This is an optimization exercise on Yosys and OpenROAD, whose aim is small area, not a production implementation. Where RTL was checked, it was by simulation tests only, not by an equivalence proof against the original. Function not checked in run 3: the RTL went through the layout flow alone.

`flow/design.v`:
```
`timescale 1ns/1ps
`default_nettype none
module tnr_front (
    input  logic [11:0] cur,
    input  logic [11:0] prev,
    input  logic [8:0]  blend_th0,
    input  logic [8:0]  blend_th1,
    output logic [11:0] base,
    output logic [9:0]  tm,
    output logic [8:0]  r,
    output logic [8:0]  dv
);
    wire [12:0] t    = {1'b0, cur} - {1'b0, prev};
    wire        s    = t[12];
    wire [8:0]  d9   = s ? 9'(-t[8:0]) : t[8:0];
    wire        big  = s ? !(&t[11:9] && |t[8:0]) : |t[11:9];
    wire [9:0]  n_x  = {1'b0, d9} - {1'b0, blend_th0};
    wire [9:0]  d_x  = {1'b0, d9} - {1'b0, blend_th1};
    wire        blend     = !big && !n_x[9] && d_x[9];
    wire        take_prev = !big && (n_x[9] || d_x[9]);
    wire [11:0] f_base = take_prev ? prev : cur;
    wire [9:0]  f_tm   = blend ? t[9:0] : 10'd0;
    wire [8:0]  f_r    = n_x[8:0];
    wire [8:0]  f_dv   = 9'(blend_th1 - blend_th0);
    assign base = f_base;
    assign tm   = f_tm;
    assign r    = ~f_r;
    assign dv   = f_dv;
endmodule
module tnr_step (
    input  logic [8:0] r,
    input  logic [8:0] dv,
    output logic [8:0] rn,
    output logic       q
);
    wire [9:0] s0_an = {r, 1'b1};
    wire [9:0] s0_a = ~s0_an;
    wire [9:0] s0_d = {1'b0, dv};
    wire [9:0] s0_g = ~s0_a & s0_d;
    wire [9:0] s0_pp = ~s0_a | s0_d;
    wire s0_n1g = s0_g[1] | (s0_pp[1] & s0_g[0]);
    wire s0_n1p = s0_pp[1] & s0_pp[0];
    wire s0_n2g = s0_g[3] | (s0_pp[3] & s0_g[2]);
    wire s0_n2p = s0_pp[3] & s0_pp[2];
    wire s0_n3g = s0_g[5] | (s0_pp[5] & s0_g[4]);
    wire s0_n3p = s0_pp[5] & s0_pp[4];
    wire s0_n4g = s0_g[7] | (s0_pp[7] & s0_g[6]);
    wire s0_n4p = s0_pp[7] & s0_pp[6];
    wire s0_n5g = s0_g[9] | (s0_pp[9] & s0_g[8]);
    wire s0_n5p = s0_pp[9] & s0_pp[8];
    wire s0_n6g = s0_n2g | (s0_n2p & s0_n1g);
    wire s0_n6p = s0_n2p & s0_n1p;
    wire s0_n7g = s0_n4g | (s0_n4p & s0_n3g);
    wire s0_n7p = s0_n4p & s0_n3p;
    wire s0_n8g = s0_n7g | (s0_n7p & s0_n6g);
    wire s0_n8p = s0_n7p & s0_n6p;
    wire s0_n9g = s0_n3g | (s0_n3p & s0_n6g);
    wire s0_n9p = s0_n3p & s0_n6p;
    wire s0_n10g = s0_n5g | (s0_n5p & s0_n8g);
    wire s0_n10p = s0_n5p & s0_n8p;
    wire s0_n11g = s0_g[2] | (s0_pp[2] & s0_n1g);
    wire s0_n11p = s0_pp[2] & s0_n1p;
    wire s0_n12g = s0_g[4] | (s0_pp[4] & s0_n6g);
    wire s0_n12p = s0_pp[4] & s0_n6p;
    wire s0_n13g = s0_g[6] | (s0_pp[6] & s0_n9g);
    wire s0_n13p = s0_pp[6] & s0_n9p;
    wire s0_n14g = s0_g[8] | (s0_pp[8] & s0_n8g);
    wire s0_n14p = s0_pp[8] & s0_n8p;
    wire [9:0] s0_GF = {s0_n10g, s0_n14g, s0_n8g, s0_n13g, s0_n9g, s0_n12g, s0_n6g, s0_n11g, s0_n1g, s0_g[0]};
    wire [9:0] s0_bin = {s0_GF[8:0], 1'b0};
    assign q = ~s0_GF[9];
    assign rn = s0_an[8:0] ^ ({9{q}} & (s0_d[8:0] ^ s0_bin[8:0]));
endmodule
module tnr_step_small (
    input  logic [8:0] r,
    input  logic [8:0] dv,
    output logic [8:0] rn,
    output logic       q
);
    wire [9:0] s0_an = {r, 1'b1};
    wire [9:0] s0_a = ~s0_an;
    wire [9:0] s0_d = {1'b0, dv};
    wire [9:0] s0_g = ~s0_a & s0_d;
    wire [9:0] s0_pp = ~s0_a | s0_d;
    wire s0_r1 = s0_g[1] | (s0_pp[1] & s0_g[0]);
    wire s0_r2 = s0_g[2] | (s0_pp[2] & s0_r1);
    wire s0_r3 = s0_g[3] | (s0_pp[3] & s0_r2);
    wire s0_r4 = s0_g[4] | (s0_pp[4] & s0_r3);
    wire s0_h0_1g = s0_g[6] | (s0_pp[6] & s0_g[5]);
    wire s0_h0_1p = s0_pp[6] & s0_pp[5];
    wire s0_h0_3g = s0_g[8] | (s0_pp[8] & s0_g[7]);
    wire s0_h0_3p = s0_pp[8] & s0_pp[7];
    wire s0_h1_2g = s0_g[7] | (s0_pp[7] & s0_h0_1g);
    wire s0_h1_2p = s0_pp[7] & s0_h0_1p;
    wire s0_h1_3g = s0_h0_3g | (s0_h0_3p & s0_h0_1g);
    wire s0_h1_3p = s0_h0_3p & s0_h0_1p;
    wire s0_h2_4g = s0_g[9] | (s0_pp[9] & s0_h1_3g);
    wire s0_h2_4p = s0_pp[9] & s0_h1_3p;
    wire s0_c5 = s0_g[5] | (s0_pp[5] & s0_r4);
    wire s0_c6 = s0_h0_1g | (s0_h0_1p & s0_r4);
    wire s0_c7 = s0_h1_2g | (s0_h1_2p & s0_r4);
    wire s0_c8 = s0_h1_3g | (s0_h1_3p & s0_r4);
    wire s0_c9 = s0_h2_4g | (s0_h2_4p & s0_r4);
    wire [9:0] s0_GF = {s0_c9, s0_c8, s0_c7, s0_c6, s0_c5, s0_r4, s0_r3, s0_r2, s0_r1, s0_g[0]};
    wire [9:0] s0_bin = {s0_GF[8:0], 1'b0};
    assign q = ~s0_GF[9];
    assign rn = s0_an[8:0] ^ ({9{q}} & (s0_d[8:0] ^ s0_bin[8:0]));
endmodule
module tnr_qstep (
    input  logic [8:0] r,
    input  logic [8:0] dv,
    output logic       q
);
    wire [9:0] s0_an = {r, 1'b1};
    wire [9:0] s0_a = ~s0_an;
    wire [9:0] s0_d = {1'b0, dv};
    wire [9:0] s0_g = ~s0_a & s0_d;
    wire [9:0] s0_pp = ~s0_a | s0_d;
    wire s0_n1g = s0_g[1] | (s0_pp[1] & s0_g[0]);
    wire s0_n1p = s0_pp[1] & s0_pp[0];
    wire s0_n2g = s0_g[3] | (s0_pp[3] & s0_g[2]);
    wire s0_n2p = s0_pp[3] & s0_pp[2];
    wire s0_n3g = s0_g[5] | (s0_pp[5] & s0_g[4]);
    wire s0_n3p = s0_pp[5] & s0_pp[4];
    wire s0_n4g = s0_g[7] | (s0_pp[7] & s0_g[6]);
    wire s0_n4p = s0_pp[7] & s0_pp[6];
    wire s0_n5g = s0_g[9] | (s0_pp[9] & s0_g[8]);
    wire s0_n5p = s0_pp[9] & s0_pp[8];
    wire s0_n6g = s0_n2g | (s0_n2p & s0_n1g);
    wire s0_n6p = s0_n2p & s0_n1p;
    wire s0_n7g = s0_n4g | (s0_n4p & s0_n3g);
    wire s0_n7p = s0_n4p & s0_n3p;
    wire s0_n8g = s0_n7g | (s0_n7p & s0_n6g);
    wire s0_n8p = s0_n7p & s0_n6p;
    wire s0_n9g = s0_n3g | (s0_n3p & s0_n6g);
    wire s0_n9p = s0_n3p & s0_n6p;
    wire s0_n10g = s0_n5g | (s0_n5p & s0_n8g);
    wire s0_n10p = s0_n5p & s0_n8p;
    wire s0_n11g = s0_g[2] | (s0_pp[2] & s0_n1g);
    wire s0_n11p = s0_pp[2] & s0_n1p;
    wire s0_n12g = s0_g[4] | (s0_pp[4] & s0_n6g);
    wire s0_n12p = s0_pp[4] & s0_n6p;
    wire s0_n13g = s0_g[6] | (s0_pp[6] & s0_n9g);
    wire s0_n13p = s0_pp[6] & s0_n9p;
    wire s0_n14g = s0_g[8] | (s0_pp[8] & s0_n8g);
    wire s0_n14p = s0_pp[8] & s0_n8p;
    wire [9:0] s0_GF = {s0_n10g, s0_n14g, s0_n8g, s0_n13g, s0_n9g, s0_n12g, s0_n6g, s0_n11g, s0_n1g, s0_g[0]};
    wire [9:0] s0_bin = {s0_GF[8:0], 1'b0};
    assign q = ~s0_GF[9];
endmodule
module tnr_mix (
    input  logic [7:0]  q,
    input  logic [9:0]  tm,
    input  logic [11:0] base,
    output logic [11:0] o
);
    wire pp_0_0 = q[0] & tm[0];
    wire pp_0_1 = q[0] & tm[1];
    wire pp_0_2 = q[0] & tm[2];
    wire pp_0_3 = q[0] & tm[3];
    wire pp_0_4 = q[0] & tm[4];
    wire pp_0_5 = q[0] & tm[5];
    wire pp_0_6 = q[0] & tm[6];
    wire pp_0_7 = q[0] & tm[7];
    wire pp_0_8 = q[0] & tm[8];
    wire ppn_0 = ~(q[0] & tm[9]);
    wire pp_1_0 = q[1] & tm[0];
    wire pp_1_1 = q[1] & tm[1];
    wire pp_1_2 = q[1] & tm[2];
    wire pp_1_3 = q[1] & tm[3];
    wire pp_1_4 = q[1] & tm[4];
    wire pp_1_5 = q[1] & tm[5];
    wire pp_1_6 = q[1] & tm[6];
    wire pp_1_7 = q[1] & tm[7];
    wire pp_1_8 = q[1] & tm[8];
    wire ppn_1 = ~(q[1] & tm[9]);
    wire pp_2_0 = q[2] & tm[0];
    wire pp_2_1 = q[2] & tm[1];
    wire pp_2_2 = q[2] & tm[2];
    wire pp_2_3 = q[2] & tm[3];
    wire pp_2_4 = q[2] & tm[4];
    wire pp_2_5 = q[2] & tm[5];
    wire pp_2_6 = q[2] & tm[6];
    wire pp_2_7 = q[2] & tm[7];
    wire pp_2_8 = q[2] & tm[8];
    wire ppn_2 = ~(q[2] & tm[9]);
    wire pp_3_0 = q[3] & tm[0];
    wire pp_3_1 = q[3] & tm[1];
    wire pp_3_2 = q[3] & tm[2];
    wire pp_3_3 = q[3] & tm[3];
    wire pp_3_4 = q[3] & tm[4];
    wire pp_3_5 = q[3] & tm[5];
    wire pp_3_6 = q[3] & tm[6];
    wire pp_3_7 = q[3] & tm[7];
    wire pp_3_8 = q[3] & tm[8];
    wire ppn_3 = ~(q[3] & tm[9]);
    wire pp_4_0 = q[4] & tm[0];
    wire pp_4_1 = q[4] & tm[1];
    wire pp_4_2 = q[4] & tm[2];
    wire pp_4_3 = q[4] & tm[3];
    wire pp_4_4 = q[4] & tm[4];
    wire pp_4_5 = q[4] & tm[5];
    wire pp_4_6 = q[4] & tm[6];
    wire pp_4_7 = q[4] & tm[7];
    wire pp_4_8 = q[4] & tm[8];
    wire ppn_4 = ~(q[4] & tm[9]);
    wire pp_5_0 = q[5] & tm[0];
    wire pp_5_1 = q[5] & tm[1];
    wire pp_5_2 = q[5] & tm[2];
    wire pp_5_3 = q[5] & tm[3];
    wire pp_5_4 = q[5] & tm[4];
    wire pp_5_5 = q[5] & tm[5];
    wire pp_5_6 = q[5] & tm[6];
    wire pp_5_7 = q[5] & tm[7];
    wire pp_5_8 = q[5] & tm[8];
    wire ppn_5 = ~(q[5] & tm[9]);
    wire pp_6_0 = q[6] & tm[0];
    wire pp_6_1 = q[6] & tm[1];
    wire pp_6_2 = q[6] & tm[2];
    wire pp_6_3 = q[6] & tm[3];
    wire pp_6_4 = q[6] & tm[4];
    wire pp_6_5 = q[6] & tm[5];
    wire pp_6_6 = q[6] & tm[6];
    wire pp_6_7 = q[6] & tm[7];
    wire pp_6_8 = q[6] & tm[8];
    wire ppn_6 = ~(q[6] & tm[9]);
    wire pp_7_0 = q[7] & tm[0];
    wire pp_7_1 = q[7] & tm[1];
    wire pp_7_2 = q[7] & tm[2];
    wire pp_7_3 = q[7] & tm[3];
    wire pp_7_4 = q[7] & tm[4];
    wire pp_7_5 = q[7] & tm[5];
    wire pp_7_6 = q[7] & tm[6];
    wire pp_7_7 = q[7] & tm[7];
    wire pp_7_8 = q[7] & tm[8];
    wire ppn_7 = ~(q[7] & tm[9]);
    wire fb_1, fb_2;
    tnr_ha i_fb_1 (.a(ppn_0), .b(pp_1_8), .s(fb_1), .co(fb_2));
    wire fb_3, fb_4;
    tnr_ha i_fb_3 (.a(pp_0_6), .b(pp_1_5), .s(fb_3), .co(fb_4));
    wire fb_5, fb_6;
    tnr_fa i_fb_5 (.a(pp_0_7), .b(pp_1_6), .c(pp_2_5), .s(fb_5), .co(fb_6));
    wire fb_7, fb_8;
    tnr_fa i_fb_7 (.a(pp_3_4), .b(pp_4_3), .c(pp_5_2), .s(fb_7), .co(fb_8));
    wire fb_9, fb_10;
    tnr_fa i_fb_9 (.a(pp_0_8), .b(pp_1_7), .c(pp_2_6), .s(fb_9), .co(fb_10));
    wire fb_11, fb_12;
    tnr_fa i_fb_11 (.a(pp_3_5), .b(pp_4_4), .c(pp_5_3), .s(fb_11), .co(fb_12));
    wire fb_13, fb_14;
    tnr_ha i_fb_13 (.a(pp_6_2), .b(pp_7_1), .s(fb_13), .co(fb_14));
    wire fb_15, fb_16;
    tnr_fa i_fb_15 (.a(pp_2_7), .b(pp_3_6), .c(pp_4_5), .s(fb_15), .co(fb_16));
    wire fb_17, fb_18;
    tnr_fa i_fb_17 (.a(pp_5_4), .b(pp_6_3), .c(pp_7_2), .s(fb_17), .co(fb_18));
    wire fb_19, fb_20;
    tnr_fa i_fb_19 (.a(base[1]), .b(1'b1), .c(fb_1), .s(fb_19), .co(fb_20));
    wire fb_21, fb_22;
    tnr_fa i_fb_21 (.a(ppn_1), .b(pp_2_8), .c(pp_3_7), .s(fb_21), .co(fb_22));
    wire fb_23, fb_24;
    tnr_fa i_fb_23 (.a(pp_4_6), .b(pp_5_5), .c(pp_6_4), .s(fb_23), .co(fb_24));
    wire fb_25, fb_26;
    tnr_fa i_fb_25 (.a(pp_7_3), .b(base[2]), .c(fb_2), .s(fb_25), .co(fb_26));
    wire fb_27, fb_28;
    tnr_fa i_fb_27 (.a(ppn_2), .b(pp_3_8), .c(pp_4_7), .s(fb_27), .co(fb_28));
    wire fb_29, fb_30;
    tnr_fa i_fb_29 (.a(pp_5_6), .b(pp_6_5), .c(pp_7_4), .s(fb_29), .co(fb_30));
    wire fb_31, fb_32;
    tnr_fa i_fb_31 (.a(ppn_3), .b(pp_4_8), .c(pp_5_7), .s(fb_31), .co(fb_32));
    wire fb_33, fb_34;
    tnr_ha i_fb_33 (.a(pp_0_4), .b(pp_1_3), .s(fb_33), .co(fb_34));
    wire fb_35, fb_36;
    tnr_fa i_fb_35 (.a(pp_0_5), .b(pp_1_4), .c(pp_2_3), .s(fb_35), .co(fb_36));
    wire fb_37, fb_38;
    tnr_ha i_fb_37 (.a(pp_3_2), .b(pp_4_1), .s(fb_37), .co(fb_38));
    wire fb_39, fb_40;
    tnr_fa i_fb_39 (.a(pp_2_4), .b(pp_3_3), .c(pp_4_2), .s(fb_39), .co(fb_40));
    wire fb_41, fb_42;
    tnr_fa i_fb_41 (.a(pp_5_1), .b(pp_6_0), .c(fb_3), .s(fb_41), .co(fb_42));
    wire fb_43, fb_44;
    tnr_fa i_fb_43 (.a(pp_6_1), .b(pp_7_0), .c(1'b1), .s(fb_43), .co(fb_44));
    wire fb_45, fb_46;
    tnr_fa i_fb_45 (.a(fb_4), .b(fb_5), .c(fb_7), .s(fb_45), .co(fb_46));
    wire fb_47, fb_48;
    tnr_fa i_fb_47 (.a(base[0]), .b(fb_6), .c(fb_8), .s(fb_47), .co(fb_48));
    wire fb_49, fb_50;
    tnr_fa i_fb_49 (.a(fb_9), .b(fb_11), .c(fb_13), .s(fb_49), .co(fb_50));
    wire fb_51, fb_52;
    tnr_fa i_fb_51 (.a(fb_10), .b(fb_12), .c(fb_14), .s(fb_51), .co(fb_52));
    wire fb_53, fb_54;
    tnr_fa i_fb_53 (.a(fb_15), .b(fb_17), .c(fb_19), .s(fb_53), .co(fb_54));
    wire fb_55, fb_56;
    tnr_fa i_fb_55 (.a(fb_16), .b(fb_18), .c(fb_20), .s(fb_55), .co(fb_56));
    wire fb_57, fb_58;
    tnr_fa i_fb_57 (.a(fb_21), .b(fb_23), .c(fb_25), .s(fb_57), .co(fb_58));
    wire fb_59, fb_60;
    tnr_fa i_fb_59 (.a(base[3]), .b(fb_22), .c(fb_24), .s(fb_59), .co(fb_60));
    wire fb_61, fb_62;
    tnr_fa i_fb_61 (.a(fb_26), .b(fb_27), .c(fb_29), .s(fb_61), .co(fb_62));
    wire fb_63, fb_64;
    tnr_fa i_fb_63 (.a(pp_6_6), .b(pp_7_5), .c(base[4]), .s(fb_63), .co(fb_64));
    wire fb_65, fb_66;
    tnr_fa i_fb_65 (.a(fb_28), .b(fb_30), .c(fb_31), .s(fb_65), .co(fb_66));
    wire fb_67, fb_68;
    tnr_fa i_fb_67 (.a(ppn_4), .b(pp_5_8), .c(pp_6_7), .s(fb_67), .co(fb_68));
    wire fb_69, fb_70;
    tnr_fa i_fb_69 (.a(pp_7_6), .b(base[5]), .c(fb_32), .s(fb_69), .co(fb_70));
    wire fb_71, fb_72;
    tnr_fa i_fb_71 (.a(ppn_5), .b(pp_6_8), .c(pp_7_7), .s(fb_71), .co(fb_72));
    wire fb_73, fb_74;
    tnr_ha i_fb_73 (.a(pp_0_3), .b(pp_1_2), .s(fb_73), .co(fb_74));
    wire fb_75, fb_76;
    tnr_fa i_fb_75 (.a(pp_2_2), .b(pp_3_1), .c(pp_4_0), .s(fb_75), .co(fb_76));
    wire fb_77, fb_78;
    tnr_fa i_fb_77 (.a(pp_5_0), .b(fb_34), .c(fb_35), .s(fb_77), .co(fb_78));
    wire fb_79, fb_80;
    tnr_fa i_fb_79 (.a(fb_36), .b(fb_38), .c(fb_39), .s(fb_79), .co(fb_80));
    wire fb_81, fb_82;
    tnr_fa i_fb_81 (.a(fb_40), .b(fb_42), .c(fb_43), .s(fb_81), .co(fb_82));
    wire fb_83, fb_84;
    tnr_fa i_fb_83 (.a(fb_44), .b(fb_46), .c(fb_47), .s(fb_83), .co(fb_84));
    wire fb_85, fb_86;
    tnr_fa i_fb_85 (.a(fb_48), .b(fb_50), .c(fb_51), .s(fb_85), .co(fb_86));
    wire fb_87, fb_88;
    tnr_fa i_fb_87 (.a(fb_52), .b(fb_54), .c(fb_55), .s(fb_87), .co(fb_88));
    wire fb_89, fb_90;
    tnr_fa i_fb_89 (.a(fb_56), .b(fb_58), .c(fb_59), .s(fb_89), .co(fb_90));
    wire fb_91, fb_92;
    tnr_fa i_fb_91 (.a(fb_60), .b(fb_62), .c(fb_63), .s(fb_91), .co(fb_92));
    wire fb_93, fb_94;
    tnr_fa i_fb_93 (.a(fb_64), .b(fb_66), .c(fb_67), .s(fb_93), .co(fb_94));
    wire fb_95, fb_96;
    tnr_fa i_fb_95 (.a(base[6]), .b(fb_68), .c(fb_70), .s(fb_95), .co(fb_96));
    wire fb_97, fb_98;
    tnr_fa i_fb_97 (.a(ppn_6), .b(pp_7_8), .c(base[7]), .s(fb_97), .co(fb_98));
    wire fb_99, fb_100;
    tnr_ha i_fb_99 (.a(pp_0_2), .b(pp_1_1), .s(fb_99), .co(fb_100));
    wire fb_101, fb_102;
    tnr_fa i_fb_101 (.a(pp_2_1), .b(pp_3_0), .c(fb_73), .s(fb_101), .co(fb_102));
    wire fb_103, fb_104;
    tnr_fa i_fb_103 (.a(fb_33), .b(fb_74), .c(fb_75), .s(fb_103), .co(fb_104));
    wire fb_105, fb_106;
    tnr_fa i_fb_105 (.a(fb_37), .b(fb_76), .c(fb_77), .s(fb_105), .co(fb_106));
    wire fb_107, fb_108;
    tnr_fa i_fb_107 (.a(fb_41), .b(fb_78), .c(fb_79), .s(fb_107), .co(fb_108));
    wire fb_109, fb_110;
    tnr_fa i_fb_109 (.a(fb_45), .b(fb_80), .c(fb_81), .s(fb_109), .co(fb_110));
    wire fb_111, fb_112;
    tnr_fa i_fb_111 (.a(fb_49), .b(fb_82), .c(fb_83), .s(fb_111), .co(fb_112));
    wire fb_113, fb_114;
    tnr_fa i_fb_113 (.a(fb_53), .b(fb_84), .c(fb_85), .s(fb_113), .co(fb_114));
    wire fb_115, fb_116;
    tnr_fa i_fb_115 (.a(fb_57), .b(fb_86), .c(fb_87), .s(fb_115), .co(fb_116));
    wire fb_117, fb_118;
    tnr_fa i_fb_117 (.a(fb_61), .b(fb_88), .c(fb_89), .s(fb_117), .co(fb_118));
    wire fb_119, fb_120;
    tnr_fa i_fb_119 (.a(fb_65), .b(fb_90), .c(fb_91), .s(fb_119), .co(fb_120));
    wire fb_121, fb_122;
    tnr_fa i_fb_121 (.a(fb_69), .b(fb_92), .c(fb_93), .s(fb_121), .co(fb_122));
    wire fb_123, fb_124;
    tnr_fa i_fb_123 (.a(fb_71), .b(fb_94), .c(fb_95), .s(fb_123), .co(fb_124));
    wire fb_125, fb_126;
    tnr_fa i_fb_125 (.a(fb_72), .b(fb_96), .c(fb_97), .s(fb_125), .co(fb_126));
    wire fb_127, fb_128;
    tnr_fa i_fb_127 (.a(ppn_7), .b(base[8]), .c(fb_98), .s(fb_127), .co(fb_128));
    wire fb_129, fb_130;
    tnr_ha i_fb_129 (.a(base[9]), .b(1'b1), .s(fb_129), .co(fb_130));
    wire fb_131, fb_132;
    tnr_ha i_fb_131 (.a(base[10]), .b(1'b1), .s(fb_131), .co(fb_132));
    wire fb_133, fb_134;
    tnr_ha i_fb_133 (.a(base[11]), .b(1'b1), .s(fb_133), .co(fb_134));
    wire [19:0] fb_ra = {fb_132, fb_130, fb_128, fb_126, fb_124, fb_122, fb_120, fb_118, fb_116, fb_114, fb_112, fb_110, fb_108, fb_106, fb_104, fb_102, fb_100, pp_2_0, pp_0_1, pp_0_0};
    wire [19:0] fb_rb = {fb_133, fb_131, fb_129, fb_127, fb_125, fb_123, fb_121, fb_119, fb_117, fb_115, fb_113, fb_111, fb_109, fb_107, fb_105, fb_103, fb_101, fb_99, pp_1_0, 1'b0};
    wire [19:0] cp_a = {fb_ra[19], fb_ra[18], fb_ra[17], fb_ra[16], fb_ra[15], fb_ra[14], fb_ra[13], fb_ra[12], fb_ra[11], fb_ra[10], fb_ra[9], fb_ra[8], fb_ra[7], fb_ra[6], fb_ra[5], fb_ra[4], fb_ra[3], fb_ra[2], fb_ra[1], fb_ra[0]};
    wire [19:0] cp_b = {fb_rb[19], fb_rb[18], fb_rb[17], fb_rb[16], fb_rb[15], fb_rb[14], fb_rb[13], fb_rb[12], fb_rb[11], fb_rb[10], fb_rb[9], fb_rb[8], fb_rb[7], fb_rb[6], fb_rb[5], fb_rb[4], fb_rb[3], fb_rb[2], fb_rb[1], fb_rb[0]};
    wire [19:0] cp_g = cp_a & cp_b;
    wire [19:0] cp_x = cp_a ^ cp_b;
    wire [19:0] cp_g0 = {cp_g[19:1], cp_g[0] | (cp_x[0] & 1'b0)};
    wire cp_n1g = cp_g0[1] | (cp_x[1] & cp_g0[0]);
    wire cp_n1p = cp_x[1] & cp_x[0];
    wire cp_n2g = cp_g0[3] | (cp_x[3] & cp_g0[2]);
    wire cp_n2p = cp_x[3] & cp_x[2];
    wire cp_n3g = cp_g0[5] | (cp_x[5] & cp_g0[4]);
    wire cp_n3p = cp_x[5] & cp_x[4];
    wire cp_n4g = cp_g0[7] | (cp_x[7] & cp_g0[6]);
    wire cp_n4p = cp_x[7] & cp_x[6];
    wire cp_n5g = cp_g0[9] | (cp_x[9] & cp_g0[8]);
    wire cp_n5p = cp_x[9] & cp_x[8];
    wire cp_n6g = cp_g0[11] | (cp_x[11] & cp_g0[10]);
    wire cp_n6p = cp_x[11] & cp_x[10];
    wire cp_n7g = cp_g0[13] | (cp_x[13] & cp_g0[12]);
    wire cp_n7p = cp_x[13] & cp_x[12];
    wire cp_n8g = cp_g0[15] | (cp_x[15] & cp_g0[14]);
    wire cp_n8p = cp_x[15] & cp_x[14];
    wire cp_n9g = cp_g0[17] | (cp_x[17] & cp_g0[16]);
    wire cp_n9p = cp_x[17] & cp_x[16];
    wire cp_n10g = cp_g0[19] | (cp_x[19] & cp_g0[18]);
    wire cp_n10p = cp_x[19] & cp_x[18];
    wire cp_n11g = cp_n2g | (cp_n2p & cp_n1g);
    wire cp_n12g = cp_n3g | (cp_n3p & cp_n11g);
    wire cp_n13g = cp_n4g | (cp_n4p & cp_n12g);
    wire cp_n14g = cp_n5g | (cp_n5p & cp_n13g);
    wire cp_n15g = cp_n6g | (cp_n6p & cp_n14g);
    wire cp_n16g = cp_n7g | (cp_n7p & cp_n15g);
    wire cp_n17g = cp_n8g | (cp_n8p & cp_n16g);
    wire cp_n18g = cp_n9g | (cp_n9p & cp_n17g);
    wire cp_n19g = cp_n10g | (cp_n10p & cp_n18g);
    wire cp_n20g = cp_g0[2] | (cp_x[2] & cp_n1g);
    wire cp_n21g = cp_g0[4] | (cp_x[4] & cp_n11g);
    wire cp_n22g = cp_g0[6] | (cp_x[6] & cp_n12g);
    wire cp_n23g = cp_g0[8] | (cp_x[8] & cp_n13g);
    wire cp_n24g = cp_g0[10] | (cp_x[10] & cp_n14g);
    wire cp_n25g = cp_g0[12] | (cp_x[12] & cp_n15g);
    wire cp_n26g = cp_g0[14] | (cp_x[14] & cp_n16g);
    wire cp_n27g = cp_g0[16] | (cp_x[16] & cp_n17g);
    wire cp_n28g = cp_g0[18] | (cp_x[18] & cp_n18g);
    wire [19:0] cp_GF = {cp_n19g, cp_n28g, cp_n18g, cp_n27g, cp_n17g, cp_n26g, cp_n16g, cp_n25g, cp_n15g, cp_n24g, cp_n14g, cp_n23g, cp_n13g, cp_n22g, cp_n12g, cp_n21g, cp_n11g, cp_n20g, cp_n1g, cp_g0[0]};
    wire [19:0] cp_cin = {cp_GF[18:0], 1'b0};
    wire [19:0] cp_s = cp_x ^ cp_cin;
    assign o = {cp_s[19], cp_s[18], cp_s[17], cp_s[16], cp_s[15], cp_s[14], cp_s[13], cp_s[12], cp_s[11], cp_s[10], cp_s[9], cp_s[8]};
endmodule
module tnr_fa (
    input  logic a,
    input  logic b,
    input  logic c,
    output logic s,
    output logic co
);
    assign s  = a ^ b ^ c;
    assign co = (a & b) | (a & c) | (b & c);
endmodule
module tnr_ha (
    input  logic a,
    input  logic b,
    output logic s,
    output logic co
);
    assign s  = a ^ b;
    assign co = a & b;
endmodule
module tnr_blend_top (
    input  logic        clk,
    input  logic        reset,
    input  logic        in_valid,
    input  logic [11:0] cur,
    input  logic [11:0] prev,
    input  logic [8:0]  blend_th0,
    input  logic [8:0]  blend_th1,
    output logic        out_valid,
    output logic [11:0] out_pixel
);
    logic [11:0] f_base;
    logic [9:0]  f_tm;
    logic [8:0]  f_r;
    logic [8:0]  f_dv;
    tnr_front i_front (
        .cur       (cur),
        .prev      (prev),
        .blend_th0 (blend_th0),
        .blend_th1 (blend_th1),
        .base      (f_base),
        .tm        (f_tm),
        .r         (f_r),
        .dv        (f_dv)
    );
    logic        c0_v;
    logic [11:0] c0_base;
    logic [9:0]  c0_tm;
    logic [8:0]  c0_r;
    logic [8:0]  c0_dv;
    always_ff @(posedge clk) begin
        if (reset) c0_v <= 1'b0;
        else       c0_v <= in_valid;
    end
    always_ff @(posedge clk) begin
        c0_base <= f_base;
        c0_tm   <= f_tm;
        c0_r    <= f_r;
        c0_dv   <= f_dv;
    end
    logic [8:0] r1;
    logic       qb1;
    tnr_step_small i_step1 (.r(c0_r), .dv(c0_dv), .rn(r1), .q(qb1));
    logic [8:0] r2;
    logic       qb2;
    tnr_step_small i_step2 (.r(r1), .dv(c0_dv), .rn(r2), .q(qb2));
    logic        c2_v;
    logic [11:0] c2_base;
    logic [9:0]  c2_tm;
    logic [8:0]  c2_r;
    logic [8:0]  c2_dv;
    logic [1:0]  c2_q;
    always_ff @(posedge clk) begin
        if (reset) c2_v <= 1'b0;
        else       c2_v <= c0_v;
    end
    always_ff @(posedge clk) begin
        c2_base <= c0_base;
        c2_tm   <= c0_tm;
        c2_r    <= r2;
        c2_dv   <= c0_dv;
        c2_q    <= {qb1, qb2};
    end
    logic [8:0] r3;
    logic       qb3;
    tnr_step i_step3 (.r(c2_r), .dv(c2_dv), .rn(r3), .q(qb3));
    logic [8:0] r4;
    logic       qb4;
    tnr_step i_step4 (.r(r3), .dv(c2_dv), .rn(r4), .q(qb4));
    logic [8:0] r5;
    logic       qb5;
    tnr_step i_step5 (.r(r4), .dv(c2_dv), .rn(r5), .q(qb5));
    logic        c5_v;
    logic [11:0] c5_base;
    logic [9:0]  c5_tm;
    logic [8:0]  c5_r;
    logic [8:0]  c5_dv;
    logic [4:0]  c5_q;
    always_ff @(posedge clk) begin
        if (reset) c5_v <= 1'b0;
        else       c5_v <= c2_v;
    end
    always_ff @(posedge clk) begin
        c5_base <= c2_base;
        c5_tm   <= c2_tm;
        c5_r    <= r5;
        c5_dv   <= c2_dv;
        c5_q    <= {c2_q[1], c2_q[0], qb3, qb4, qb5};
    end
    logic [8:0] r6;
    logic       qb6;
    tnr_step i_step6 (.r(c5_r), .dv(c5_dv), .rn(r6), .q(qb6));
    logic [8:0] r7;
    logic       qb7;
    tnr_step i_step7 (.r(r6), .dv(c5_dv), .rn(r7), .q(qb7));
    logic [8:0] r8;
    logic       qb8;
    tnr_qstep i_step8 (.r(r7), .dv(c5_dv), .q(qb8));
    assign r8 = '0;
    logic        c8_v;
    logic [11:0] c8_base;
    logic [9:0]  c8_tm;
    logic [7:0]  c8_q;
    always_ff @(posedge clk) begin
        if (reset) c8_v <= 1'b0;
        else       c8_v <= c5_v;
    end
    always_ff @(posedge clk) begin
        c8_base <= c5_base;
        c8_tm   <= c5_tm;
        c8_q    <= {c5_q[4], c5_q[3], c5_q[2], c5_q[1], c5_q[0], qb6, qb7, qb8};
    end
    logic [11:0] mix;
    tnr_mix i_mix (.q({c8_q[7], c8_q[6], c8_q[5], c8_q[4], c8_q[3], c8_q[2], c8_q[1], c8_q[0]}), .tm(c8_tm), .base(c8_base), .o(mix));
    always_ff @(posedge clk) begin
        if (reset) out_valid <= 1'b0;
        else       out_valid <= c8_v;
    end
    always_ff @(posedge clk) begin
        out_pixel <= mix;
    end
endmodule
`default_nettype wire
```
`flow/flow/run.sh`:
```
#!/bin/bash
# The standard layout (standard.sh, all steps) with two changes:
# - the buffer placed on every input and output port is the smallest buffer,
#   sky130_fd_sc_hd__buf_1, instead of the default clkdlybuf4s50_1;
# - clock tree synthesis does not add dummy load cells to the clock tree.
# All tool output goes to standard.log in this folder; ORFS keeps its own
# per-step logs under orfs/logs/.
export BUFFER_PORTS_ARGS="-buffer_cell sky130_fd_sc_hd__buf_1"
export CTS_ARGS="-sink_clustering_enable -repair_clock_nets -buf_list sky130_fd_sc_hd__clkbuf_8 -dont_use_dummy_load"
bash standard.sh > standard.log 2>&1
status=$?
tail -n 30 standard.log
exit $status
```
`flow/standard.sh`:
```
#!/bin/bash
# synth_recipe.tcl (not shown) runs the flow's synth.tcl, then flattens the netlist and writes it again
# the make line also repeats each setting of config.mk as NAME=value (left out here)
make -C /OpenROAD-flow-scripts/flow DESIGN_CONFIG=/design/flow/config.mk WORK_HOME=/design/flow/orfs CLKGATE_MAP_FILE= SYNTH_SCRIPT=/design/flow/synth_recipe.tcl "${@:-finish}"
```
`flow/config.mk`:
```
export PLATFORM = sky130hd
export DESIGN_NAME = tnr_blend_top
export DESIGN_NICKNAME = tnr_blend_top
export VERILOG_FILES = /design/flow/design.v
export SDC_FILE = /design/flow/constraint.sdc
export NUM_CORES = 4
export LEC_CHECK = 0
export CAP_MARGIN = 20
export CORE_MARGIN = 2
export CORE_UTILIZATION = 60
export CTS_BUF_LIST = sky130_fd_sc_hd__clkbuf_8
export GPL_TIMING_DRIVEN = 0
export SLEW_MARGIN = 20
export SYNTH_HIERARCHICAL = 1
```
`flow/constraint.sdc`:
```
create_clock -name core_clock -period 5.0 [get_ports {clk}]
set_input_delay 1.0000 -clock core_clock [delete_from_list [all_inputs] [get_ports {clk}]]
set_output_delay 1.0000 -clock core_clock [all_outputs]
set_load 0.01 [all_outputs]
```
==> results.txt, run 1 <==
fill count 1426; minimum clock period 4.71 ns; Root Buffer clkbuf_8; Residual DRC 0; initial antenna violation count 0; Final Util roughly 66%; area leader, netlist dfxtp_1; met1 usage 26.5%; CTS tree built; Max H-tree Level 4; Detailed Routing Iterations Pass 1 4; Die Ht approximately 140 um; largest net degree at the start of global routing 24; Clk pin slew, worst setup/hold paths 0.08 ns; # diodes 0; crit path max fanout 10; setup ws final around 0.29 ns; synth cell count leaders dfxtp_1 (174), nor2_1 (102), xor2_1 (79); # clock sinks 174; most instantiated library cell after synthesis dfxtp_1; Synth Cell Area 10600 sq um; f_max about 210 MHz; first-pass GRT wire length between 30000 and 40000 um; synthesis warning total 7; synthesized area per cell 9.90 sq um; Die X-Extent 137 um; Initial Utilization between 60% and 70%; Synth top area share 33.0%; Buf/Inv on CP 4; num rows 48; sequential cell area fraction in the yosys report between 30% and 40%; Clock Latency Late Sink ~0.46 ns; worst hold path class reg2reg; met2 Track Usage GR between 30% and 40%; core box area 17200 sq um; Layout Cells excl Fill 1372; top cells by area, synth dfxtp_1 (33%), fa_1 (13%), ha_1 (7.7%); Die ar. 18700 sq um; per-cell routed wire length 13.4 um; Initial DRC Count roughly 280; Final Max Slew Viols 0; Post-synth top flop dfxtp_1; RSZ-0062 raised after global routing yes; period utilisation layout 94.1%; Antenna Nets Post-Route 0; Setup TNS 0 ns; Async S/R FF share, synth 0%; gp weighted congestion 0.872; Yosys cell types 64; area growth from synthesis to layout 8.10%; Worst Max-Slew Pin Slew 0.579 ns; Post-CTS Hold Buffers 0; PortBufs 57; DR vias 7306; layer with the highest usage met2; synthesized instance count roughly 1100; layout cells sized above 1 8.72%; cells along the critical path buf_1 > inv_1 > ha_1 > inv_1 > fa_1 > a211oi_2 > o21ai_1 > a31oi_2 > o21ai_2 > mux2_2 > ha_1 > nor2b_1 > o21ai_0 > a21oi_1 > o21ai_1 > a21oi_1 > a31o_2 > a21oi_4 > buf_6 > mux2_2; skew final 0.0512 ns; total CTS buffers 17; Worst Setup Path Type in2reg; met3 usage 3.59%; Post-Route WL 18400 um; Rel. slew slack 61.3%; # IOs 58; Max Buffers Root-to-Sink 2; status finished clean; total instance count after detailed placement 1352; Data arrival, critical path 5.01 ns; Place WS -0.495 ns; Final #Nets 1325; Hold Violations, Final 0; GRT Total Usage 20.8%; critical path launch point type input pin; final setup violation count 0; Slowest-stage cell, CP fa_1; Max Cap Viol 0; Critical Path RT around 5.3 ns; Crit. End Element flop; flops & latches, synth 174; count of flip-flops with a built-in enable after synthesis 0; CP peak stage delay 0.44 ns; CP delay by family, top compound AO/OA/AOI/OAI gates; hpwl dp 14700 um; vias in the first global route 7140; vias per cell 5.33; total grt overflow 0
[logic make-up after synthesis]
logic type / after synthesis / share of synthesized area [%]
DFF: 174 / 33.0
and+or+nand+nor: 321 / 15.5
AOI/OAI and AO/OA: 209 / 13.9
xor gates and xnor gates: 136 / 11.3
other: 1 / 0.0355
muxes: 20 / 2.11
adders and majority gates: 149 / 22.0
buffers and inverters: 56 / 2.10
[cell type report]
cell class	instances	area [sq um]	area share [%]
well taps	225	282	2.47
inverters	53	199	1.74
flip-flops and latches	174	3490	30.6
plain buffers	3	26.3	0.230
multi-input cells	840	6940	60.9
repair buffers	60	236	2.07
clock buffers	17	234	2.05
[stage by stage]
stage               cell area [sq um]  hold WS [ns]
CTS                             11300         0.308
global route                    11400         0.324
finish                          11400         0.308
detailed placement              11100         0.312
floorplan                       10600         0.310
global placement                11100         0.310
[per-module statistics from Yosys (local to each module, per instance)]
module	flops+latches	copies in the design	cell area [sq um]	cells
tnr_fa	0	57	20.0	1
tnr_front	0	1	1840	250
tnr_blend_top	174	1	3510	179
tnr_mix	0	1	1070	145
tnr_qstep	0	1	109	20
tnr_step	0	5	405	61
tnr_step_small	0	2	362	50
tnr_ha	0	10	12.5	1
[registers in the layout (all words and copies together), names as in the netlist, 2 cells and up]
register   cells
c0_base       12
c0_dv          9
c0_r           9
c0_tm         10
c2_base       12
c2_dv          9
c2_q           2
c2_r           9
c2_tm         10
c5_base       12
c5_dv          9
c5_q           5
c5_r           9
c5_tm         10
c8_base       12
c8_q           8
c8_tm         10
out_pixel     12
[cell usage in the layout, fill, tap and decap left out, types with 6 or more instances in the layout]
cell type / netlist / final
inv_1: 53 / 53
o2111ai_1: 16 / 15
dfxtp_1: 174 / 172
fa_1: 66 / 66
ha_1: 65 / 65
nand2b_1: 13 / 13
xnor2_1: 57 / 57
nand3_1: 8 / 8
nor3_1: 14 / 13
o21ai_0: 45 / 42
and2_1: 77 / 77
a31oi_1: 17 / 17
or2_2: 15 / 15
buf_1: 0 / 57
a21oi_1: 46 / 46
nor2b_1: 12 / 12
o311a_1: 6 / 6
a22o_1: 6 / 6
nand2_1: 58 / 58
o21a_1: 6 / 6
o211ai_1: 8 / 8
a21o_1: 12 / 12
maj3_2: 7 / 7
maj3_1: 11 / 11
clkbuf_8: 0 / 17
xor2_1: 79 / 74
mux2_2: 18 / 18
nor2_1: 102 / 99
[worst paths after layout]
kind                                          from                  to  slack (ns)  cells after the start
worst max register to register    c2_dv[1]$_DFF_P_     c5_r[8]$_DFF_P_        0.30                     18
worst min-delay path            c5_base[5]$_DFF_P_  c8_base[5]$_DFF_P_        0.31                      0
worst min register to register  c5_base[5]$_DFF_P_  c8_base[5]$_DFF_P_        0.31                      0
worst max-delay path                        cur[0]  c0_base[4]$_DFF_P_        0.29                     20
[routing by layer]
layer	vias to the layer above	wire, um
met1	3370	8580
met4	0	269
met5	-	0
met2	106	9040
li1	3811	-
met3	19	499
[what timing repair did]
item	CTS	global route
setup endpoints to repair	11	21
pin swaps	1	3
gates resized for setup	2	18
setup buffers	1	2
==> run 2: changes to the inputs <==
--- a/flow/design.v
+++ b/flow/design.v
@@ -530,6 +530,6 @@
     logic       qb6;
-    tnr_step i_step6 (.r(c5_r), .dv(c5_dv), .rn(r6), .q(qb6));
+    tnr_step_small i_step6 (.r(c5_r), .dv(c5_dv), .rn(r6), .q(qb6));
     logic [8:0] r7;
     logic       qb7;
-    tnr_step i_step7 (.r(r6), .dv(c5_dv), .rn(r7), .q(qb7));
+    tnr_step_small i_step7 (.r(r6), .dv(c5_dv), .rn(r7), .q(qb7));
     logic [8:0] r8;
==> run 2 against run 1 <==
Net effect: sequential cell count is the same; wire length shrank 2.0%; utilization down 0.15 points; setup slack got worse by 0.057 ns; area after synthesis is 0.83% lower; first-iteration DRC count down 17%; hold slack lost 0.0036 ns.
==> results.txt, run 2 <==
Initial Utilization 60.9% (-0.30 points); # IOs 58 (unchanged); synthesized area per cell 10.0 sq um (+1.3%); sequential cell area fraction in the yosys report 33.3% (+0.28 points); Synth top area share 33.3% (+0.28 points); minimum clock period 4.76 ns (+0.0570 ns); PortBufs 57 (unchanged); Antenna Nets Post-Route 0 (unchanged); initial antenna violation count 0 (unchanged); layout cells sized above 1 9.41% (+0.69 points); most common cell after layout, fill and taps aside dfxtp_1; top cells by area, synth dfxtp_1 (33%), fa_1 (13%), ha_1 (7.8%); Final Max Slew Viols 0 (unchanged); multi-input logic area 6870 sq um (-1.1%); area leader, netlist dfxtp_1; Hold Violations, Final 0 (unchanged); Data arrival, critical path 5.09 ns (+0.08 ns); Max Cap Viol 0 (unchanged); vias in the first global route 6717 (-5.9%); Synth Cell Area 10500 sq um (-0.83%); synthesis warning total 7 (unchanged); status finished clean; sequential cell area 3490 sq um (about the same); num rows 48 (unchanged); Max H-tree Level 4 (unchanged); final setup violation count 0 (unchanged); synth cell count leaders dfxtp_1 (174), nor2_1 (84), and2_1 (77); Initial DRC Count 236 (-17%); Detailed Routing Iterations Pass 1 6 (+2); Post-synth top flop dfxtp_1; Die X-Extent 136 um (-0.40%); DR vias 7244 (-0.85%); Clock Latency Late Sink 0.46 ns (about the same); Die ar. 18500 sq um (-0.80%); most frequent cells in the layout dfxtp_1 (171), nor2_1 (81), and2_1 (77); Critical Path RT 5.32 ns (+0.02 ns); Die Ht 136 um (-0.40%); Worst Setup Path Type in2reg; Post-Route WL 18000 um (-2.0%); per-cell routed wire length 13.3 um (-0.58%); critical path launch point type input pin; most instantiated library cell after synthesis dfxtp_1; count of flip-flops with a built-in enable after synthesis 0 (unchanged); total CTS buffers 17 (unchanged); fill count 1447 (+1.5%); Yosys cell types 64 (unchanged); Rel. slew slack 60.6% (-0.69 points); vias per cell 5.36 (+0.62%); largest net degree at the start of global routing 22 (-8.3%); Async S/R FF share, synth 0% (unchanged); Crit. End Element flop; crit path max fanout 10 (unchanged); Final #Nets 1305 (-1.5%); GRT Total Usage 20.6% (-0.19 points); CTS tree built; Final Util 66.0% (-0.15 points); synthesized instance count 1044 (-2.1%); flops & latches, synth 174 (unchanged); area growth from synthesis to layout 8.38%; # clock sinks 174 (unchanged); Residual DRC 0 (unchanged); Root Buffer clkbuf_8; first-pass GRT wire length 30600 um (-2.5%); core box area 17200 sq um (-0.35%); worst hold path class reg2reg; skew final 0.0360 ns (-0.0152 ns); # diodes 0 (unchanged); Clk pin slew, worst setup/hold paths 0.09 ns (about the same); Max Buffers Root-to-Sink 2 (unchanged); hpwl dp 14300 um (-2.1%); gp weighted congestion 0.805 (-7.7%); period utilisation layout 95.3% (+1.1 points); total grt overflow 0 (unchanged); Setup TNS 0 ns (unchanged); Worst Max-Slew Pin Slew 0.590 ns (+0.0104 ns); f_max 210 MHz (-1.2%)
[run 2: changes by cell type in the layout (fill, tap and decap cells not counted), sizes merged, moves of 4 or more]
cell	change
nor2	-18
o21ai	-8
o2111ai	-6
xor2	-6
a22o	+4
maj3	+4
nand2	+4
xnor2	+4
[run 2: path summary, 6_finish.rpt]
check | startpoint | to | slack, ns | depth (start not counted)
worst max-delay path | cur[0] | c0_base[2]$_DFF_P_ | 0.24 | 20
worst max register to register | c2_dv[2]$_DFF_P_ | c5_r[7]$_DFF_P_ | 0.35 | 18
worst min register to register | c5_q[1]$_DFF_P_ | c8_q[4]$_DFF_P_ | 0.30 | 0
worst min-delay path | c5_q[1]$_DFF_P_ | c8_q[4]$_DFF_P_ | 0.30 | 0
[run 2: cell type report]
type	count	share of cell area, %
Multi-Input combinational cell	820	60.6
Sequential cell	174	30.8
Tap cell	225	2.48
Timing Repair Buffer	62	2.22
Clock buffer	17	2.06
Inverter	51	1.69
Buffer	3	0.232
[run 2: metrics by stage]
stage / setup WS, ns / area (sq um) / hold slack (ns) / std cells
floorplan: 0.238 / 10500 / 0.310 / 1048
global placement: -0.497 / 11000 / 0.311 / 1330
detailed placement: -0.491 / 11000 / 0.312 / 1330
CTS: 0.0718 / 11200 / 0.303 / 1347
global route: -0.00170 / 11300 / 0.306 / 1352
finish: 0.236 / 11300 / 0.304 / 1352
[run 2: per-module statistics from Yosys, one instance, submodules excluded]
module / copies in the design / flip-flops and latches / cell area, sq um / cells
tnr_fa: 57 / 0 / 20.0 / 1
tnr_qstep: 1 / 0 / 109 / 20
tnr_ha: 10 / 0 / 12.5 / 1
tnr_mix: 1 / 0 / 1070 / 145
tnr_step_small: 4 / 0 / 362 / 50
tnr_blend_top: 1 / 174 / 3510 / 179
tnr_step: 3 / 0 / 405 / 61
tnr_front: 1 / 0 / 1840 / 250
[run 2: metal layers]
layer  up-vias  share of wire, %  track usage [%]
met4         0               1.7             5.79
li1       3755                 -                -
met2       108                49             36.1
met5         -                 0                0
met1      3356                46             26.1
met3        25               2.8             3.80
[run 2: kinds of logic after synthesis]
group	synth area share [%]
and+or+nand+nor	15.1
AOI/OAI and AO/OA	13.8
DFF	33.3
adders and majority gates	22.6
xor gates and xnor gates	11.2
buffers and inverters	2.04
muxes	1.91
other	0.0358
[run 2: what timing repair did]
item                                    CTS  global route
hold buffers                              0             0
endpoints found under the setup margin    4            21
setup buffers                             0             5
pin swaps                                 0             5
gates resized for setup                   3            21
[run 2: critical path, stage by stage]
cell,delay (ns)
buf_1,0.08
inv_1,0.05
ha_1,0.15
inv_1,0.05
fa_1,0.44
a211oi_2,0.27
o21ai_1,0.13
a31oi_2,0.30
o21ai_2,0.18
mux2_2,0.36
ha_1,0.27
a21boi_0,0.12
o21ai_0,0.16
nand2b_1,0.08
a211oi_1,0.24
o21ai_0,0.14
a31o_2,0.27
a21oi_2,0.21
buf_6,0.19
mux2_2,0.38
==> run 3: changes to the inputs <==
--- a/flow/design.v
+++ b/flow/design.v
@@ -504,3 +504,3 @@
     logic       qb3;
-    tnr_step i_step3 (.r(c2_r), .dv(c2_dv), .rn(r3), .q(qb3));
+    tnr_step_small i_step3 (.r(c2_r), .dv(c2_dv), .rn(r3), .q(qb3));
     logic [8:0] r4;
==> run 3 against run 2 <==
Net effect: largest cell class unchanged; clock skew is 0.0053 ns higher; sequential cell count did not move; non-clock buffer count rose by 1; highest routed layer unchanged; utilization increased by 0.58 points; maximum frequency shrank 1.2%; clock-buffer cell count unchanged; critical path depth down 1.
==> results.txt, run 3 <==
PortBufs 57 (unchanged); Final #Nets 1295 (-0.77%); initial antenna violation count 0 (unchanged); Die X-Extent 136 um (-0.20%); total grt overflow 0 (unchanged); worst r2r dst c5_r[8]$_DFF_P_; cell area after layout 11400 sq um (+0.53%); Buf/Inv on CP 0 (-4); vias in the first global route 6788 (+1.1%); Clock Latency Late Sink 0.43 ns (-0.03 ns); Detailed Routing Iterations Pass 1 4 (-2); core box area 17100 sq um (-0.35%); Hold Violations, Final 0 (unchanged); Clk pin slew, worst setup/hold paths 0.09 ns (about the same); Post-CTS Hold Buffers 0 (unchanged); Die ar. 18400 sq um (-0.40%); Synth top area share 33.4% (+0.14 points); GRT Total Usage 20.6% (about the same); Worst Max-Slew Pin Slew 0.554 ns (-0.0360 ns); # diodes 0 (unchanged); synth cell count leaders dfxtp_1 (174), and2_1 (77), nor2_1 (75); total instance count after detailed placement 1319 (-0.83%); Post-Route WL 17900 um (-0.42%); hpwl dp 14000 um (-2.6%); largest net degree at the start of global routing 22 (unchanged); critical path launch point type flop; Layout Cells excl Fill 1342 (-0.74%); sequential cell area fraction in the yosys report 33.4% (+0.14 points); top cells by area, synth dfxtp_1 (33%), fa_1 (13%), ha_1 (7.8%); vias per cell 5.34 (-0.27%); layout cells sized above 1 10.8% (+1.4 points); synthesized instance count 1033 (-1.1%); DR vias 7171 (-1.0%); per-cell routed wire length 13.4 um (+0.32%); worst hold path class reg2reg; crit path max fanout 10 (unchanged); Synth Cell Area 10400 sq um (-0.42%); total CTS buffers 17 (unchanged); area growth from synthesis to layout 9.42%; f_max 207 MHz (-1.2%); final setup violation count 0 (unchanged); # IOs 58 (unchanged); Residual DRC 0 (unchanged); area leader, netlist dfxtp_1; Max Buffers Root-to-Sink 2 (unchanged); worst hold slack 0.297 ns (-0.00721 ns); Async S/R FF share, synth 0% (unchanged); CTS tree built; most common cell after layout, fill and taps aside dfxtp_1; Crit. End Element flop; num rows 48 (unchanged); Max Cap Viol 0 (unchanged); Max H-tree Level 4 (unchanged); Die Ht 136 um (-0.20%); flops & latches, synth 174 (unchanged); skew final 0.0413 ns (+0.00530 ns); CP delay by family, top compound AO/OA/AOI/OAI gates; minimum clock period 4.82 ns (+0.0574 ns); Hold Path Depth 0 (unchanged); Antenna Nets Post-Route 0 (unchanged); Rel. slew slack 63.0% (+2.4 points); status finished clean; Slowest-stage cell, CP dfxtp_4; Critical Path RT 5.29 ns (-0.03 ns); Worst Setup Path Type reg2reg; Root Buffer clkbuf_8; gp weighted congestion 0.821 (+2.0%); # clock sinks 174 (unchanged); Post-synth top flop dfxtp_1; most instantiated library cell after synthesis dfxtp_1; Initial Utilization 60.9% (about the same); R2R Setup Slk 0.18 ns (-0.17 ns); Yosys cell types 64 (unchanged); R2R Path Start c2_dv[0]$_DFF_P_; reg2reg path depth 19 (+1); most frequent cells in the layout dfxtp_1 (168), and2_1 (77), nor2_1 (69); Data arrival, critical path 5.11 ns (+0.02 ns); count of flip-flops with a built-in enable after synthesis 0 (unchanged); Initial DRC Count 301 (+28%); Hold Path Sink c5_q[4]$_DFF_P_; Final Max Slew Viols 0 (unchanged); synthesis warning total 7 (unchanged); DP Area 10900 sq um (-0.40%); Hold Crit Start c2_q[1]$_DFF_P_; period utilisation layout 96.4% (+1.1 points); first-pass GRT wire length 30600 um (about the same); cells along the critical path maj3_2 > a221oi_4 > nor3_4 > a221o_1 > o211ai_4 > and2_1 > xor2_1 > or2_2 > o211a_4 > o2111ai_1 > nand4_4 > nor2_2 > xor2_2 > o22a_1 > o211a_4 > o21ai_0 > o21ai_0 > xor2_1 > mux2_2; fill count 1415 (-2.2%); synthesized area per cell 10.1 sq um (+0.64%); CP peak stage delay 0.40 ns (-0.04 ns)
## run 3: cell types whose count changed in the layout (fill, tap and decap cells not counted), moves of 3 or more
cell / before / now
dfxtp_1: 171 / 168
nor2_1: 81 / 69
nor2_2: 3 / 6
o2111ai_1: 10 / 5
o21ai_0: 31 / 26
xnor2_2: 0 / 4
xor2_2: 7 / 4
## run 3: worst max path at each step
stage	to	startpoint	cells after the start	slack, ns
6_report	c5_r[8]$_DFF_P_	c2_dv[0]$_DFF_P_	19	0.18
5_1_grt	c5_r[4]$_DFF_P_	c2_dv[0]$_DFF_P_	21	-0.11
4_1_cts	c5_r[8]$_DFF_P_	c2_dv[1]$_DFF_P_	19	0.05
3_5_place_dp	c0_base[1]$_DFF_P_	cur[0]	20	-0.54
3_3_place_gp	c0_base[1]$_DFF_P_	cur[0]	20	-0.52
2_1_floorplan	c0_base[10]$_DFF_P_	cur[0]	19	0.24
## run 3: kinds of logic (layout without fill, tap and decap cells)
kind of cell | count (synthesis) | in the layout | share of synthesized area (%)
xor gates and xnor gates | 133 | 133 | 11.2
AOI/OAI and AO/OA | 200 | 200 | 13.7
adders and majority gates | 155 | 155 | 22.9
DFF | 174 | 174 | 33.4
and+or+nand+nor | 300 | 300 | 14.9
buffers and inverters | 53 | 133 | 2.02
other | 1 | 5 | 0.0360
muxes | 17 | 17 | 1.81
## run 3: layout make-up
type	instances	area, sq um	area share, %
plain buffers	3	26.3	0.230
clock buffers	17	234	2.05
inverters	50	188	1.65
multi-input cells	810	6920	60.7
flip-flops and latches	174	3490	30.6
well taps	225	282	2.47
repair buffers	63	259	2.27
## run 3: Yosys stat by module (local to each module, per instance)
module / cells / flops+latches / area (sq um) / times used
tnr_blend_top: 179 / 174 / 3510 / 1
tnr_front: 250 / 0 / 1840 / 1
tnr_mix: 145 / 0 / 1070 / 1
tnr_step: 61 / 0 / 405 / 2
tnr_step_small: 50 / 0 / 362 / 5
tnr_qstep: 20 / 0 / 109 / 1
tnr_fa: 1 / 0 / 20.0 / 57
tnr_ha: 1 / 0 / 12.5 / 10
## run 3: timing repair
item                       in CTS  in global routing
gates resized for setup         5                 39
setup endpoints to repair      20                 21
setup buffers                   1                  5
pin swaps                       1                  5
## run 3: metal layers
metal  wire [um]  global-route usage, %
met3         454                   3.74
met4         201                   5.21
met1        8340                   26.6
met5           0                      0
met2        8950                   35.9
## run 3: stage by stage
step	util, %	TNS (ns)	setup WS [ns]
global route	66.6	-0.817	-0.105
CTS	65.4	0	0.0534
global placement	63.9	-7.03	-0.518
detailed placement	63.9	-8.11	-0.544
finish	66.6	0	0.179
floorplan	-	0	0.238

-- separate check: timing with driven ports --
The flow's constraints put no driver on any port. The routed layouts listed below were extracted and timed again, unchanged, in two steps.
Step 1, drivers: a clkbuf_16 drives clk and a buf_2 each remaining input, both assumed.
Step 2 moves the port delays by t, midway between the first and last clock arrival at a register: inputs arrive t later, outputs are due t later. That takes back most of the time a late clock gives input paths.
Three values: ideal ports, drivers, drivers and shift; two values: the first two.
run	t (ns)	slack for setup (ns)	hold slack, ns	worst setup path at the end
run 1	0.469	0.293 / 0.305 / -0.160	0.308 / 0.308 / 0.308	input to register
run 2	0.470	0.236 / 0.255 / -0.215	0.304 / 0.304 / 0.304	input to register
run 3	0.460	0.179 / 0.179 / -0.128	0.297 / 0.297 / 0.297	input to register
With both steps, setup timing fails in every run listed, where it was met with ideal ports. For run 1, which loses most, drivers alone change the setup slack by +0.012 ns; drivers and shift together by -0.453 ns.
